Background: an optimization exercise with open tools, aiming at small area, a short achievable clock period and few clock cycles per item. Do not read the settings as production practice. In this exercise RTL edits were held to simulation tests only and were not proved equivalent to the original. Power figures rest on the tool's default switching activity, not on a simulated workload.

$ cat run.sh
#!/bin/bash
# synth_recipe.tcl (not shown) runs the flow's synth.tcl, then flattens the netlist and writes it again
# the make line also repeats each setting of config.mk as NAME=value (left out here)
make -C /OpenROAD-flow-scripts/flow DESIGN_CONFIG=/design/flow/config.mk WORK_HOME=/design/flow/orfs CLKGATE_MAP_FILE= SYNTH_SCRIPT=/design/flow/synth_recipe.tcl finish
$ cat config.mk
export PLATFORM = sky130hd
export DESIGN_NAME = manhattan_nearest_site_area
export DESIGN_NICKNAME = manhattan_nearest_site_area
export VERILOG_FILES = /design/flow/design.v
export SDC_FILE = /design/flow/constraint.sdc
export NUM_CORES = 4
export LEC_CHECK = 0
export CAP_MARGIN = 20
export CORE_MARGIN = 2
export CORE_UTILIZATION = 50
export SETUP_SLACK_MARGIN = 2
export SLEW_MARGIN = 20
export SYNTH_HIERARCHICAL = 1
$ cat constraint.sdc
create_clock -name core_clock -period 8.0 [get_ports {clk_i}]
set_input_delay 1.6000 -clock core_clock [delete_from_list [all_inputs] [get_ports {clk_i}]]
set_output_delay 1.6000 -clock core_clock [all_outputs]
set_load 0.01 [all_outputs]
$ cat design.v
`timescale 1ns / 1ps
`default_nettype none
package mnsa_pkg;
  localparam int MAX_SITES  = 64;
  localparam int COORD_BITS = 11;
  localparam int ADDR_W     = 6;
  localparam int DIST_W     = 12;
  localparam int AREA_W     = 20;
  localparam int KEY_W      = AREA_W + 1;
  localparam int CFG_W      = 7;
  localparam int S_TDATA_W  = 32;
  localparam int M_TDATA_W  = 40;
  localparam int OP_W       = 3;
  localparam logic [OP_W-1:0] OP_LOAD     = 3'd0;
  localparam logic [OP_W-1:0] OP_CLASSIFY = 3'd1;
  localparam logic [OP_W-1:0] OP_CLEAR    = 3'd2;
  localparam logic [OP_W-1:0] OP_READ     = 3'd3;
  localparam logic [OP_W-1:0] OP_FIND     = 3'd4;
  function automatic logic [12:0] padd12(input logic [11:0] a, input logic [11:0] b,
                                         input logic cin);
    logic [12:0] g, p;
    g = {a & b, cin};
    p = {a ^ b, 1'b0};
    for (int l = 0; l < 4; l++) begin
      for (int i = 0; i < 13; i++) begin
        if (((i >> l) & 1) == 1) begin
          g[i] = g[i] | (p[i] & g[((i >> l) << l) - 1]);
          p[i] = p[i] & p[((i >> l) << l) - 1];
        end
      end
    end
    padd12 = {g[12], (a ^ b) ^ g[11:0]};
  endfunction
  function automatic logic [1:0] lt_eq(input logic [31:0] a, input logic [31:0] b);
    logic [31:0] g, e;
    g = ~a & b;
    e = ~(a ^ b);
    for (int s = 1; s < 32; s = s * 2) begin
      for (int i = 0; i + s < 32; i = i + 2 * s) begin
        g[i] = g[i+s] | (e[i+s] & g[i]);
        e[i] = e[i+s] & e[i];
      end
    end
    lt_eq = {g[0], e[0]};
  endfunction
endpackage
`default_nettype wire
`timescale 1ns / 1ps
`default_nettype none
module mnsa_site_eval (
  input  logic [mnsa_pkg::COORD_BITS-1:0] sx_i,
  input  logic [mnsa_pkg::COORD_BITS-1:0] sy_i,
  input  logic [mnsa_pkg::COORD_BITS-1:0] nqx_i,
  input  logic [mnsa_pkg::COORD_BITS-1:0] nqy_i,
  output logic [mnsa_pkg::DIST_W-1:0]     dist_o
);
  logic [12:0] ax, ay, r;
  logic        s, t;
  logic [11:0] p, q, cs_s, cs_c;
  assign ax = mnsa_pkg::padd12({sx_i[10], sx_i}, {nqx_i[10], nqx_i}, 1'b1);
  assign ay = mnsa_pkg::padd12({sy_i[10], sy_i}, {nqy_i[10], nqy_i}, 1'b1);
  assign s  = ax[11];
  assign t  = ay[11];
  assign p    = {1'b0, ax[10:0] ^ {11{s}}};
  assign q    = {1'b0, ay[10:0] ^ {11{t}}};
  assign cs_s = {p[11:1] ^ q[11:1], p[0] ^ q[0] ^ s};
  assign cs_c = {p[10:1] & q[10:1], (p[0] & q[0]) | (p[0] & s) | (q[0] & s), 1'b0};
  assign r    = mnsa_pkg::padd12(cs_s, cs_c, t);
  assign dist_o = r[11:0];
endmodule
module mnsa_min2 #(
  parameter int IW  = 1,
  parameter int IW0 = (IW > 0) ? IW : 1
) (
  input  logic [mnsa_pkg::DIST_W-1:0] dl_i,
  input  logic [mnsa_pkg::DIST_W-1:0] dr_i,
  input  logic [IW0-1:0]              il_i,    
  input  logic [IW0-1:0]              ir_i,
  input  logic                        tl_i,
  input  logic                        tr_i,
  input  logic                        vr_i,
  output logic [mnsa_pkg::DIST_W-1:0] d_o,
  output logic [IW:0]                 i_o,
  output logic                        t_o
);
  logic [1:0] le;
  logic       selr;
  assign le   = mnsa_pkg::lt_eq(32'(dr_i), 32'(dl_i));
  assign selr = vr_i && le[1];
  assign d_o  = selr ? dr_i : dl_i;
  if (IW > 0) begin : g_idx
    assign i_o = selr ? {1'b1, ir_i[IW0-1:0]} : {1'b0, il_i[IW0-1:0]};
  end else begin : g_leaf
    assign i_o = selr;
  end
  assign t_o  = selr ? tr_i : (tl_i || (vr_i && le[0]));
endmodule
module mnsa_elim2 (
  input  logic [mnsa_pkg::MAX_SITES-1:0] alive_i,
  input  logic [mnsa_pkg::MAX_SITES-1:0] kh_i,
  input  logic [mnsa_pkg::MAX_SITES-1:0] kl_i,
  output logic [mnsa_pkg::MAX_SITES-1:0] alive_o,
  output logic                           anyh_o,
  output logic                           anyl_o
);
  logic [mnsa_pkg::MAX_SITES-1:0] th, a1;
  assign th      = alive_i & kh_i;
  assign anyh_o  = |th;
  assign anyl_o  = anyh_o ? |(th & kl_i) : |(alive_i & kl_i);
  assign a1      = anyh_o ? th : alive_i;
  assign alive_o = anyl_o ? (a1 & kl_i) : a1;
endmodule
`default_nettype wire
`timescale 1ns / 1ps
`default_nettype none
module manhattan_nearest_site_area (
  input  logic                              clk_i,
  input  logic                              rst_ni,
  input  logic                              cfg_valid_i,
  output logic                              cfg_ready_o,
  input  logic [mnsa_pkg::CFG_W-1:0]        cfg_data_i,       
  input  logic                              s_axis_tvalid,
  output logic                              s_axis_tready,
  input  logic [mnsa_pkg::S_TDATA_W-1:0]    s_axis_tdata,
  input  logic [mnsa_pkg::OP_W-1:0]         s_axis_tuser,     
  output logic                              m_axis_tvalid,
  input  logic                              m_axis_tready,
  output logic [mnsa_pkg::M_TDATA_W-1:0]    m_axis_tdata
);
  localparam int N      = mnsa_pkg::MAX_SITES;
  localparam int CW     = mnsa_pkg::COORD_BITS;
  localparam int DW     = mnsa_pkg::DIST_W;
  localparam int AW     = mnsa_pkg::AREA_W;
  localparam int KW     = mnsa_pkg::KEY_W;
  localparam int MW     = mnsa_pkg::M_TDATA_W;
  localparam logic [2:0] OP_LOAD     = mnsa_pkg::OP_LOAD;
  localparam logic [2:0] OP_CLASSIFY = mnsa_pkg::OP_CLASSIFY;
  localparam logic [2:0] OP_CLEAR    = mnsa_pkg::OP_CLEAR;
  localparam logic [2:0] OP_READ     = mnsa_pkg::OP_READ;
  localparam logic [2:0] OP_FIND     = mnsa_pkg::OP_FIND;
  localparam int CCUT   = 3;
  localparam int FDEPTH = 7;
  localparam int PW     = 3;    
  logic [N-1:0] active;
  assign cfg_ready_o = 1'b1;
  always_ff @(posedge clk_i or negedge rst_ni) begin
    if (!rst_ni) begin
      active <= N'(1);
    end else if (cfg_valid_i) begin
      for (int i = 0; i < N; i++) begin
        active[i] <= (i == 0) || (32'(cfg_data_i) > i);
      end
    end
  end
  logic          tready_q;
  logic          s_acc, pop;
  logic [6:0]    sweep_q;
  logic          sweeping;
  logic [PW-1:0] occ_q, occ_d;
  logic          big_q;         
  logic          slow_acc;      
  logic          blocked_q, blocked_d;
  logic          slow_done;     
  assign s_axis_tready = tready_q;
  assign s_acc         = s_axis_tvalid && tready_q;
  assign sweeping      = !sweep_q[6];
  assign slow_acc      = s_acc && (s_axis_tuser == OP_FIND) && big_q;
  assign blocked_d     = slow_acc || (blocked_q && !slow_done);
  always_comb begin
    occ_d = occ_q;
    if (s_acc && !pop) occ_d = occ_q + 1'b1;
    if (!s_acc && pop) occ_d = occ_q - 1'b1;
  end
  always_ff @(posedge clk_i or negedge rst_ni) begin
    if (!rst_ni) begin
      sweep_q   <= '0;
      occ_q     <= '0;
      tready_q  <= 1'b0;
      blocked_q <= 1'b0;
    end else begin
      if (sweeping) sweep_q <= sweep_q + 1'b1;
      occ_q     <= occ_d;
      blocked_q <= blocked_d;
      tready_q  <= !sweeping && (32'(occ_d) < FDEPTH) && !blocked_d;
    end
  end
  logic          v0, sl0;
  logic [2:0]    op0;
  logic [5:0]    idx0;
  logic [CW-1:0] qx0, qy0;
  always_ff @(posedge clk_i or negedge rst_ni) begin
    if (!rst_ni) begin
      v0  <= 1'b0;
      sl0 <= 1'b0;
    end else begin
      v0  <= s_acc;
      sl0 <= slow_acc;
    end
  end
  always_ff @(posedge clk_i) begin
    op0  <= s_axis_tuser;
    idx0 <= s_axis_tdata[5:0];
    qx0  <= s_axis_tdata[16:6];
    qy0  <= s_axis_tdata[27:17];
  end
  logic [CW-1:0] px_q [N];
  logic [CW-1:0] py_q [N];
  logic [CW-1:0] nqx0, nqy0;
  assign nqx0 = ~qx0;
  assign nqy0 = ~qy0;
  logic [127:0][DW-1:0] cd;
  logic [127:0][5:0]    ci;
  logic [127:0]         ct;
  for (genvar i = 0; i < N; i++) begin : g_site
    logic [DW-1:0] sd, sd_q;
    always_ff @(posedge clk_i) begin
      if (v0 && (op0 == OP_LOAD) && (idx0 == 6'(i))) begin
        px_q[i] <= qx0;
        py_q[i] <= qy0;
      end
    end
    mnsa_site_eval u_eval (
      .sx_i   (px_q[i]),
      .sy_i   (py_q[i]),
      .nqx_i  (nqx0),
      .nqy_i  (nqy0),
      .dist_o (sd)
    );
    always_ff @(posedge clk_i) begin
      sd_q <= sd;
    end
    assign cd[N+i] = sd_q;
    assign ci[N+i] = '0;
    assign ct[N+i] = 1'b0;
  end
  for (genvar k = 1; k < N; k++) begin : g_cnode
    localparam int DEP = $clog2(k + 1) - 1;                
    localparam int M   = ((2 * k + 1) << (5 - DEP)) - N;   
    localparam int IW  = 5 - DEP;                           
    logic [DW-1:0] d_c;
    logic [IW:0]   i_c;
    logic          t_c;
    mnsa_min2 #(.IW(IW)) u_min (
      .dl_i (cd[2*k]),
      .dr_i (cd[2*k+1]),
      .il_i (ci[2*k][(IW > 0 ? IW : 1)-1:0]),
      .ir_i (ci[2*k+1][(IW > 0 ? IW : 1)-1:0]),
      .tl_i (ct[2*k]),
      .tr_i (ct[2*k+1]),
      .vr_i (active[M]),
      .d_o  (d_c),
      .i_o  (i_c),
      .t_o  (t_c)
    );
    if (DEP == CCUT) begin : g_reg
      logic [DW-1:0] d_q;
      logic [IW:0]   i_q;
      logic          t_q;
      always_ff @(posedge clk_i) begin
        d_q <= d_c;
        i_q <= i_c;
        t_q <= t_c;
      end
      assign cd[k] = d_q;
      assign ci[k] = 6'(i_q);
      assign ct[k] = t_q;
    end else begin : g_comb
      assign cd[k] = d_c;
      assign ci[k] = 6'(i_c);
      assign ct[k] = t_c;
    end
  end
  assign cd[0] = '0;
  assign ci[0] = '0;
  assign ct[0] = 1'b0;
  logic       v1, v2, sl1, sl2;
  logic [2:0] op1, op2;
  logic [5:0] idx1, idx2;
  always_ff @(posedge clk_i or negedge rst_ni) begin
    if (!rst_ni) begin
      v1  <= 1'b0;
      v2  <= 1'b0;
      sl1 <= 1'b0;
      sl2 <= 1'b0;
    end else begin
      v1  <= v0;
      v2  <= v1;
      sl1 <= sl0;
      sl2 <= sl1;
    end
  end
  always_ff @(posedge clk_i) begin
    op1  <= op0;
    idx1 <= idx0;
    op2  <= op1;
    idx2 <= idx1;
  end
  logic          v3, sl3;
  logic [2:0]    op3;
  logic [5:0]    a3;        
  logic [DW-1:0] d3;
  logic          tie3;
  logic          wa3;       
  logic          inc3;      
  logic          sg3;       
  logic          cg3;       
  logic          ca3;       
  logic          scan_q;    
  logic          scan_go;   
  always_ff @(posedge clk_i or negedge rst_ni) begin
    if (!rst_ni) begin
      v3   <= 1'b0;
      sl3  <= 1'b0;
      wa3  <= 1'b0;
      inc3 <= 1'b0;
      sg3  <= 1'b0;
      cg3  <= 1'b0;
      ca3  <= 1'b0;
    end else begin
      v3   <= v2;
      sl3  <= sl2;
      wa3  <= sweeping || (v2 && (op2 == OP_LOAD)) || (v2 && (op2 == OP_CLASSIFY) && !ct[1]);
      inc3 <= v2 && (op2 == OP_CLASSIFY);
      sg3  <= v2 && (op2 == OP_CLASSIFY) && !ct[1];
      cg3  <= v2 && (op2 == OP_LOAD);
      ca3  <= sweeping || (v2 && (op2 == OP_CLEAR));
    end
  end
  always_ff @(posedge clk_i) begin
    op3  <= op2;
    d3   <= cd[1];
    tie3 <= ct[1];
    if (scan_go || scan_q)        a3 <= a3 + 1'b1;
    else if (sweeping)            a3 <= sweep_q[5:0];
    else if (op2 == OP_CLASSIFY)  a3 <= ci[1];
    else if (op2 == OP_FIND)      a3 <= '0;
    else                          a3 <= idx2;
  end
  logic [AW-1:0] area_q [N];
  logic [N-1:0]  grew_q;
  logic [AW-1:0] rd_area, inc_area, wr_area;
  logic          rd_grew;
  logic [N-1:0]  big_row;
  assign rd_area  = area_q[a3];
  assign rd_grew  = grew_q[a3];
  assign inc_area = (&rd_area) ? rd_area : rd_area + 1'b1;
  assign wr_area  = inc3 ? inc_area : '0;
  for (genvar i = 0; i < N; i++) begin : g_cnt
    always_ff @(posedge clk_i) begin
      if (wa3 && (a3 == 6'(i))) begin
        area_q[i] <= wr_area;
      end
      if (ca3) begin
        grew_q[i] <= 1'b0;
      end else if ((sg3 || cg3) && (a3 == 6'(i))) begin
        grew_q[i] <= sg3;
      end
    end
    assign big_row[i] = |area_q[i][AW-1:8];
  end
  always_ff @(posedge clk_i or negedge rst_ni) begin
    if (!rst_ni) big_q <= 1'b0;
    else         big_q <= |big_row;
  end
  logic [MW-1:0] res_w;
  always_comb begin
    res_w = '0;
    case (op3)
      OP_LOAD: begin
        res_w[5:0] = a3;
      end
      OP_CLASSIFY: begin
        res_w[5:0]  = a3;
        res_w[6]    = tie3;
        res_w[18:7] = d3;
        if (!tie3) begin
          res_w[38:19] = inc_area;
          res_w[39]    = 1'b1;
        end
      end
      OP_READ: begin
        res_w[5:0]   = a3;
        res_w[38:19] = rd_area;
        res_w[39]    = rd_grew;
      end
      default: begin
        res_w = '0;
      end
    endcase
  end
  logic [KW-1:0] sc_key_q, rd_key;
  logic [5:0]    sc_idx_q;
  logic          sc_last;
  assign scan_go = v3 && (op3 == OP_FIND) && sl3;
  assign rd_key  = {!rd_grew, rd_area};
  assign sc_last = (a3 == 6'(N - 1)) || !active[a3 + 1'b1];
  assign slow_done = (scan_go || scan_q) && sc_last;
  always_ff @(posedge clk_i or negedge rst_ni) begin
    if (!rst_ni) scan_q <= 1'b0;
    else         scan_q <= (scan_go || scan_q) && !sc_last;
  end
  always_ff @(posedge clk_i) begin
    if (scan_go || (scan_q && (rd_key > sc_key_q))) begin
      sc_key_q <= rd_key;
      sc_idx_q <= a3;
    end
  end
  logic [KW-1:0][N-1:0] kbit;    
  for (genvar i = 0; i < N; i++) begin : g_key
    assign kbit[KW-1][i] = !grew_q[i];
    for (genvar b = 0; b < AW; b++) begin : g_b
      assign kbit[b][i] = area_q[i][b];
    end
  end
  logic [N-1:0] fa_w [4];
  logic [5:0]   fk_w;
  assign fa_w[0] = active;
  for (genvar s = 0; s < 3; s++) begin : g_fw
    localparam int HB = (s == 0) ? KW - 1 : 9 - 2 * s;
    localparam int LB = 8 - 2 * s;
    mnsa_elim2 u_elim (
      .alive_i (fa_w[s]),
      .kh_i    (kbit[HB]),
      .kl_i    (kbit[LB]),
      .alive_o (fa_w[s+1]),
      .anyh_o  (fk_w[5-2*s]),
      .anyl_o  (fk_w[4-2*s])
    );
  end
  logic          v4, find4;
  logic [N-1:0]  falive4;
  logic [5:0]    fkey4;
  logic [MW-1:0] res4;
  always_ff @(posedge clk_i or negedge rst_ni) begin
    if (!rst_ni) v4 <= 1'b0;
    else         v4 <= (v3 && !scan_go) || slow_done;
  end
  always_ff @(posedge clk_i) begin
    find4   <= (op3 == OP_FIND) && !scan_go && !scan_q;
    falive4 <= fa_w[3];
    fkey4   <= fk_w;
    if (slow_done) begin
      if (scan_go || (rd_key > sc_key_q)) begin
        res4 <= {!rd_key[KW-1], rd_key[AW-1:0], 13'b0, a3};
      end else begin
        res4 <= {!sc_key_q[KW-1], sc_key_q[AW-1:0], 13'b0, sc_idx_q};
      end
    end else begin
      res4 <= res_w;
    end
  end
  logic [N-1:0] fa_f [3];
  logic [3:0]   fk_f;
  logic [5:0]   fidx;
  assign fa_f[0] = falive4;
  for (genvar s = 0; s < 2; s++) begin : g_ff
    mnsa_elim2 u_elim (
      .alive_i (fa_f[s]),
      .kh_i    (kbit[3-2*s]),
      .kl_i    (kbit[2-2*s]),
      .alive_o (fa_f[s+1]),
      .anyh_o  (fk_f[3-2*s]),
      .anyl_o  (fk_f[2-2*s])
    );
  end
  always_comb begin
    fidx = '0;
    for (int i = N - 1; i >= 0; i--) begin
      if (fa_f[2][i]) fidx = 6'(i);
    end
  end
  logic [MW-1:0] fifo_q [FDEPTH];
  logic [PW-1:0] wp_q, rp_q, cnt_q, cnt_d;
  logic          mvalid_q;
  logic [MW-1:0] push_data;
  assign push_data     = find4 ? {!fkey4[5], 11'b0, fkey4[4:0], fk_f, 13'b0, fidx} : res4;
  assign pop           = mvalid_q && m_axis_tready;
  assign m_axis_tvalid = mvalid_q;
  assign m_axis_tdata  = fifo_q[rp_q];
  always_comb begin
    cnt_d = cnt_q;
    if (v4 && !pop) cnt_d = cnt_q + 1'b1;
    if (!v4 && pop) cnt_d = cnt_q - 1'b1;
  end
  always_ff @(posedge clk_i or negedge rst_ni) begin
    if (!rst_ni) begin
      wp_q     <= '0;
      rp_q     <= '0;
      cnt_q    <= '0;
      mvalid_q <= 1'b0;
    end else begin
      if (v4)  wp_q <= (32'(wp_q) == FDEPTH - 1) ? '0 : wp_q + 1'b1;
      if (pop) rp_q <= (32'(rp_q) == FDEPTH - 1) ? '0 : rp_q + 1'b1;
      cnt_q    <= cnt_d;
      mvalid_q <= (cnt_d != '0);
    end
  end
  for (genvar e = 0; e < FDEPTH; e++) begin : g_fifo
    always_ff @(posedge clk_i) begin
      if (v4 && (wp_q == PW'(e))) fifo_q[e] <= push_data;
    end
  end
endmodule
`default_nettype wire
==> results of run 1 <==
[power by group through the flow]
stage | sequential (mW) | combinational, mW | clock (mW)
after floorplan | 27.6 | 43.2 | 0
after CTS | 28.1 | 62.7 | 23.7
after global routing | 28.4 | 68.4 | 24.5
after global placement | 28.5 | 60.3 | 0
final | 28.2 | 63.7 | 23.6
after detailed placement | 28.6 | 60.9 | 0
[synthesized netlist by cell type (110+ instances only)]
cell       instances  area share, %
a2bb2oi_2        128           0.66
nand3_1          973            1.7
o21ai_0          383           0.66
o21a_1           131           0.34
nor3_1           217           0.37
nor4_1           283           0.61
a21o_1           243           0.63
o221a_1          110           0.43
xor2_1           582            1.8
a31oi_1          189           0.41
mux2_4           532            2.8
fa_1             576            4.0
buf_6            152           0.59
o21ai_1          155           0.27
o211ai_2         128           0.55
nand2_1          979            1.3
inv_1           2753            3.6
edfxtp_1        2995             31
mux2i_1          115           0.40
a211oi_1         113           0.29
nand4_1          322           0.70
a21oi_1         1349            2.3
mux2_2           398            1.5
a2111oi_0        212           0.64
nand2b_1         399           0.86
o221a_2          210           0.82
xnor2_1         1876            5.7
clkbuf_1         284           0.37
dfxtp_1         1142            7.9
nor2_1          1689            2.2
a22oi_1          381           0.99
ha_1            3541             15
and3_1           623            1.3
[cells in the final DEF, fill, tap and decap left out, drive strengths merged, types with 99 or more instances in the layout]
cell type	instances
ha	3541
edfxtp	2995
inv	2786
xnor2	1876
nor2	1716
a21oi	1398
dfxtp	1142
buf	1032
nand2	1004
nand3	975
mux2	962
clkbuf	645
and3	627
xor2	582
fa	576
o21ai	562
a22oi	444
nand2b	400
nor4	326
nand4	324
o221a	320
a21o	307
a31oi	253
a2111oi	224
nor3	222
o211ai	202
a2bb2oi	192
a211oi	179
clkinv	169
diode	147
o21a	131
mux2i	120
o31ai	113
nor2b	108
a41oi	104
dfrtp	101
and2	99
[path summary, 6_finish.rpt]
check                                             start  slack (ns)                endpoint
min in group asynchronous                        rst_ni        0.49     wp_q[1]$_DFFE_PN0P_
worst min register to register          idx1[2]$_DFF_P_        0.32         idx2[2]$_DFF_P_
worst min-delay path                    idx1[2]$_DFF_P_        0.32         idx2[2]$_DFF_P_
worst max register to register  area_q[38][8]$_DFFE_PP_        1.24     falive4[62]$_DFF_P_
max in group asynchronous                        rst_ni        6.04  active[48]$_DFFE_PN0P_
worst max-delay path            area_q[38][8]$_DFFE_PP_        1.24     falive4[62]$_DFF_P_
[modules after synthesis, one instance, submodules excluded, a selection]
module	cells	times used	flip-flops and latches
manhattan_nearest_site_area	7972	1	4238
mnsa_elim2	259	5	0
mnsa_site_eval	205	64	0
[layout make-up]
type / count / area [sq um]
clock buffer: 640 / 14030
inverter: 2757 / 10520
fill: 49120 / 248800
sequential: 4238 / 115500
multi-input combinational: 18600 / 165000
timing repair buffer: 1122 / 10880
antenna: 147 / 367.9
clock inverter: 269 / 2678
tap: 7727 / 9668
[flip-flops by register name (all words and copies together) (netlist names), 24 cells and up]
register	count
active	63
area_q	1280
falive4	64
fifo_q	280
g_cnode.g_reg.d_q	96
g_cnode.g_reg.i_q	24
g_site.sd_q	768
grew_q	64
px_q	704
py_q	704
res4	40
[routing by layer]
| metal | global-route usage (%) | wire [um] | vias to the layer above |
|---|---|---|---|
| met3 | 9.396 | 125700 | 3611 |
| met1 | 49.84 | 453700 | 109100 |
| met2 | 57.81 | 491000 | 12880 |
| met4 | 23.14 | 88450 | 80 |
| met5 | 0 | 539 | - |
| li1 | - | - | 97790 |
[what timing repair did]
item,CTS,global route
cloned,35,9
pin swaps,179,138
setup endpoints to repair,1501,586
endpoints found under the hold margin,0,0
resized for setup,589,306
setup buffers,167,119
[cells by family (layout without fill, tap and decap cells)]
group	Yosys count	after routing	share of synthesized area, %
xor gates and xnor gates	2458	2458	7.428
muxes	1123	1123	5.175
AOI/OAI and AO/OA	4838	4841	12.78
and+or+nand+nor	5972	5985	10.39
other	2	216	0.002591
adders and majority gates	4119	4119	19.27
buffers and inverters	3436	4788	5.155
DFF	4238	4238	39.79
[critical path, cell delays in order (launching register included)]
cell,delay (ns)
edfxtp_1,0.63
a22oi_1,0.36
nand2_1,0.11
nor4_1,0.38
nand4_1,0.23
a2111oi_4,0.40
buf_6,0.21
bufbuf_16,0.33
o221a_2,0.42
a22oi_1,0.14
nand2_1,0.15
nor4_2,0.06
buf_4,0.15
nand4_1,0.13
a2111oi_4,0.10
buf_12,0.17
buf_4,0.15
buf_6,0.17
o221a_4,0.30
a221oi_4,0.44
nand4_1,0.23
nor4_4,0.42
a2111oi_4,0.12
buf_6,0.15
buf_12,0.12
buf_6,0.12
buf_16,0.15
o221a_4,0.27
[through the flow]
| stage | power [mW] | cell area, sq um |
|---|---|---|
| after floorplan | 70.80 | 290200 |
| after CTS | 114.5 | 325500 |
| after global routing | 121.3 | 328400 |
| final | 115.4 | 328600 |
| after global placement | 88.78 | 303600 |
| after detailed placement | 89.50 | 303700 |
==> notes.md, run 1 <==
outcome failed layout checks; layout check faults antenna violations; # DRC 0; Worst-path clk slew around 0.06 ns; Rel. slew slack 8.963%; worst slew pin tran 1.353 ns; Final Critical Period 6.759 ns; Primary FF master, synth edfxtp_1; CTS Buffer Depth 4; Sink Count 4238; CP endpoint kind flop; Root Buffer clkbuf_16; Crit Path Class flop to flop; asr flop ratio synth under 10%; detailed-route via count 223400; Hold WC Path Type flop to flop; cell depth of the worst hold path 0; Via density approximately 6.3; vias in the first global route 213100; final worst path period share between 80 and 90%; global-route wire length before repair ~1600000 um; Int Power about 66 mW; Clk pwr share roughly a fifth; Synth warnings 26; Post-synth EDFFs around 3000; Pleak 134.9 nW; RSZ-0062 raised after global routing yes; worst skew pair latency 1.21 ns; Switch Pwr around 49 mW; Syn Inst Count roughly 26000; Final ANT Viol Nets 1; Worst setup SP type flop; pwr/cell area about 350 nW/um^2; worst IR drop on VDD 0.8602 mV; pin count of the biggest net entering global routing 75; Final setup viols 0; final WL 1159000 um; Die X about 770 um; Fin. Hold Viols 0; IO buf count 84; Initial Util between 50 and 60%; Post-Syn Area ~290000 sq um; htree depth 5; Setup TNS Final 0 ns; DRT iter0 DRCs approximately 28000; initial antenna violation count 184; CP Data Required Time just over 9 ns; Fmax 148.0 MHz; Syn Area/Cell roughly 11 sq um; crit path DAT ~7.8 ns; CTS Buf Count about 480; Die H 765.4 um; Distinct cells, synth ~120; Final Skew around 0.14 ns; Seq cells post-synth around 4200; final setup margin 1.242 ns; area of the die ~600000 sq um; Cell Count, Final, Fillers Out roughly 35000; Core ar. approximately 580000 sq um; layout cell share with drive strength beyond 1 16.84%; post-DP HPWL roughly 800000 um; IO Pins 90; average wire per standard cell 32.66 um; final core occ 56.92%; Hold Buf Count CTS 0; Switching Share between 40% and 50%; Max Slew Vio Count 0; final hold slack about 0.32 ns; Placer Congestion 1.031; crit path max fanout 14; Syn-to-layout area delta 13.39%; gr usage total between 30% and 40%; fin nets approximately 31000; Seq/Total Area, Yosys just under 40%; Initial DRT Pass Iterations 10; share of total power in sequential cells about 24%; max-cap violations 0; TritonCTS clock tree yes; Post-Place Cells 34110; R2R cell count 27; GRT overflow 0; num rows 279; pre-CTS WS roughly 0.65 ns; logic gate share of total power approximately 55%
Testbench counts, summed over its fixed seeds: cycles 3,776, items 3,728.
==> inputs of run 2 (changes only) <==
--- a/config.mk
+++ b/config.mk
@@ -9,4 +9,3 @@
 export CORE_MARGIN = 2
-export CORE_UTILIZATION = 50
-export SETUP_SLACK_MARGIN = 2
+export CORE_UTILIZATION = 40
 export SLEW_MARGIN = 20
==> run 2 against run 1 <==
The run now finishes clean. Final area is 1.6% lower. Largest cell class unchanged. Via count down 1.8%. Die area increased by 25%. Critical endpoint is now fifo_q[5][1]$_DFFE_PP_.
==> notes.md, run 2 <==
Initial DRT Pass Iterations 8; TritonCTS clock tree yes; hold path startpoint idx1[5]$_DFF_P_; cell depth of the worst hold path 0; GRT overflow 0; synth top area cells edfxtp_1 31%, ha_1 15%, dfxtp_1 7.9%; final worst path period share a little over nine tenths; largest reg by FF count area_q; Switch Pwr ~46 mW; Root Buffer clkbuf_16; max-cap violations 0; Final setup viols 0; Top Registers area_q (1280), g_site.sd_q (768); final hold slack about 0.32 ns; IO buf count 84; Seq cells post-synth roughly 4200; Setup TNS Final 0 ns; CP endpoint kind flop; Final ANT Viol Nets 0; synth cell count leaders 3541 x ha_1, 2995 x edfxtp_1, 2753 x inv_1, 1876 x xnor2_1, 1689 x nor2_1; RSZ-0062 raised after global routing no; htree depth 5; Crit Path Class flop to flop; Worst setup SP type flop; Die X between 800 and 900 um; Post-Syn Area ~290000 sq um; outcome finished clean; gr usage total 30.64%; post-DP HPWL approximately 820000 um; Final Critical Period around 7.6 ns; Post-CTS Resized 0; Fmax between 100 and 150 MHz; Int Power around 65 mW; Sink Count 4238; logic gate share of total power between 50% and 60%; reg2reg end fifo_q[5][1]$_DFFE_PP_; final WL between 1000000 and 1500000 um; slowest cell on the critical path nor4_4; Switching Share between 40% and 50%; Final Skew about 0.15 ns; setup bufs post-CTS 0; CTS Buf Count slightly below 500; Hold Buf Count CTS 0; Worst-path clk slew about 0.07 ns; crit path from falive4[11]$_DFF_P_; Syn Inst Count about 26000; Fin. Hold Viols 0; Hold WC Path Type flop to flop; Hold Path Sink idx2[5]$_DFF_P_; DRT iter0 DRCs roughly 28000; Die H ~860 um; pin count of the biggest net entering global routing 66; area leader, netlist edfxtp_1; worst skew pair latency approximately 1.2 ns; asr flop ratio synth 2.383%; most numerous cell in the Yosys netlist ha_1; Syn Area/Cell around 11 sq um; pwr/cell area around 340 nW/um^2; num rows roughly 310; average wire per standard cell 31.26 um; global-route wire length before repair ~1600000 um; Initial Util 40.15%; IO Pins 90; Primary FF master, synth edfxtp_1; crit path max fanout 48; Seq/Total Area, Yosys between 30 and 40%; Synth warnings 26; CTS Buffer Depth 4; area of the die approximately 730000 sq um; Via density between 5 and 6; Pleak around 130 nW; top cell type's share of synthesized area 31.03%; Design Area, Final ~320000 sq um; Max Slew Vio Count 0; vias in the first global route approximately 210k; Distinct cells, synth approximately 120; detailed-route via count 219500; flop2flop setup slack just over 0.4 ns; worst slew pin tran approximately 1.3 ns; worst r2r src falive4[11]$_DFF_P_; # DRC 0; R2R cell count 29; layout cell share with drive strength beyond 1 14.31%; Rel. slew slack a little over a tenth; CP max stage delay around 0.52 ns; initial antenna violation count between 150 and 200; CP Data Required Time ~9.0 ns; crit path DAT around 8.6 ns; Post-synth EDFFs between 2000 and 3000; worst IR drop on VDD roughly 0.59 mV; commonest non-fill, non-tap cells in the layout 3540 x ha_1, 2995 x edfxtp_1, 2731 x inv_1; share of total power in sequential cells 25.3%; Syn-to-layout area delta 11.57%; Placed Instance Area between 300000 and 400000 sq um; Core ar. about 720000 sq um; Clk pwr share 21.4%; commonest non-fill, non-tap cell in the layout ha_1; fin nets 31050; max reg flops between 1000 and 1500; Placer Congestion slightly above 1
[run 2: cell count changes in the layout (fill, tap and decap cells not counted), sizes merged, moves of 2 or more]
cell and change:
bufinv +16, bufbuf -3, clkbuf -15, and3 -2, o31ai -2, and2 -6
and3b -5, buf -284
[run 2: worst max-delay path by stage]
| stage | depth (start not counted) | endpoint |
|---|---|---|
| final | 29 | fifo_q[5][1]$_DFFE_PP_ |
| after global routing | 29 | fifo_q[4][1]$_DFFE_PP_ |
| after CTS | 29 | fifo_q[5][1]$_DFFE_PP_ |
| after detailed placement | 29 | fifo_q[5][1]$_DFFE_PP_ |
| after global placement | 29 | fifo_q[5][1]$_DFFE_PP_ |
| after floorplan | 22 | area_q[0][5]$_DFFE_PP_ |
[run 2: layer usage]
| layer | vias to the layer above | share of wire, % | track usage (%) |
|---|---|---|---|
| met1 | 107800 | 40 | 39.66 |
| met2 | 11540 | 43 | 46.93 |
| met3 | 3052 | 9.4 | 6.122 |
| met5 | - | 0.030 | 0 |
| li1 | 97060 | - | - |
| met4 | 52 | 7.6 | 19.39 |
[run 2: critical path: cells and delay by family (launching register included)]
kind            cells  cell delay, ns
compound gates     17            4.05
simple gates        6            1.66
buf+inv             6            1.19
flops               1            0.47
[run 2: cells by family (layout without fill, tap and decap cells)]
family / after synthesis / in the layout / share of synthesized area [%]
compound gates: 4838 / 4838 / 12.78
simple gates: 5972 / 5972 / 10.39
xor+xnor: 2458 / 2458 / 7.428
buf+inv: 3436 / 4504 / 5.155
mux: 1123 / 1123 / 5.175
flops: 4238 / 4238 / 39.79
fa+ha+maj: 4119 / 4119 / 19.27
other cells: 2 / 217 / 0.002591
[run 2: layout make-up]
cell class	instances	area, sq um
fill	66920	398400
multi-input combinational	18580	161000
sequential	4238	115400
clock buffer	630	13570
tap	9577	11980
inverter	2757	10510
timing repair buffer	830	7313
clock inverter	287	3247
antenna	148	370.4
[run 2: power groups by stage]
stage | logic [mW] | clock network (mW) | registers [mW]
4_1_cts | 58.9 | 24.0 | 28.1
6_report | 59.3 | 23.8 | 28.1
5_1_grt | 64.1 | 24.9 | 28.3
3_5_place_dp | 58.5 | 0 | 28.6
3_3_place_gp | 57.7 | 0 | 28.6
2_1_floorplan | 43.2 | 0 | 27.6
[run 2: stage by stage]
step                      setup WS (ns)  util, %  power (mW)  instances
final                            0.4040    44.80       111.2      37050
after global routing             0.2090    44.77       117.3      36970
after CTS                        0.5900    44.72       111.1      36900
after detailed placement         0.5622    42.40       87.09      35980
after global placement           0.3987    42.37       86.26      35980
after floorplan                  0.2682        -       70.80      26250
[run 2: modules after synthesis (local to each module, per instance), excerpt]
| module | area [sq um] | times used |
|---|---|---|
| mnsa_site_eval | 1693 | 64 |
| mnsa_elim2 | 1978 | 5 |
| manhattan_nearest_site_area | 138000 | 1 |

-- afterwards: timing with drivers on the ports --
No port has a modelled driver above. Below, the same layouts with a new extraction and two added sets of constraints.
Step 1 assumes that a clkbuf_16 drives the clock port and a buf_2 every other input.
Step 2 times the ports against the registers' clock, not the clock port: input delays grow and output delays shrink by t, the midpoint of the rising clock arrivals with the driver on.
Slacks: ideal ports / drivers / drivers and shift; pairs: ideal ports / drivers.
run	t, ns	slack for setup (ns)	worst hold slack (ns)	worst data-port slew with drivers (ns)	cell pins on the clock port's net
run 1	1.280	1.242 / 1.242 / 1.242	0.319 / 0.319 / 0.319	0.39	1
run 2	1.258	0.404 / 0.404 / 0.404	0.323 / 0.321 / 0.323	0.44	1
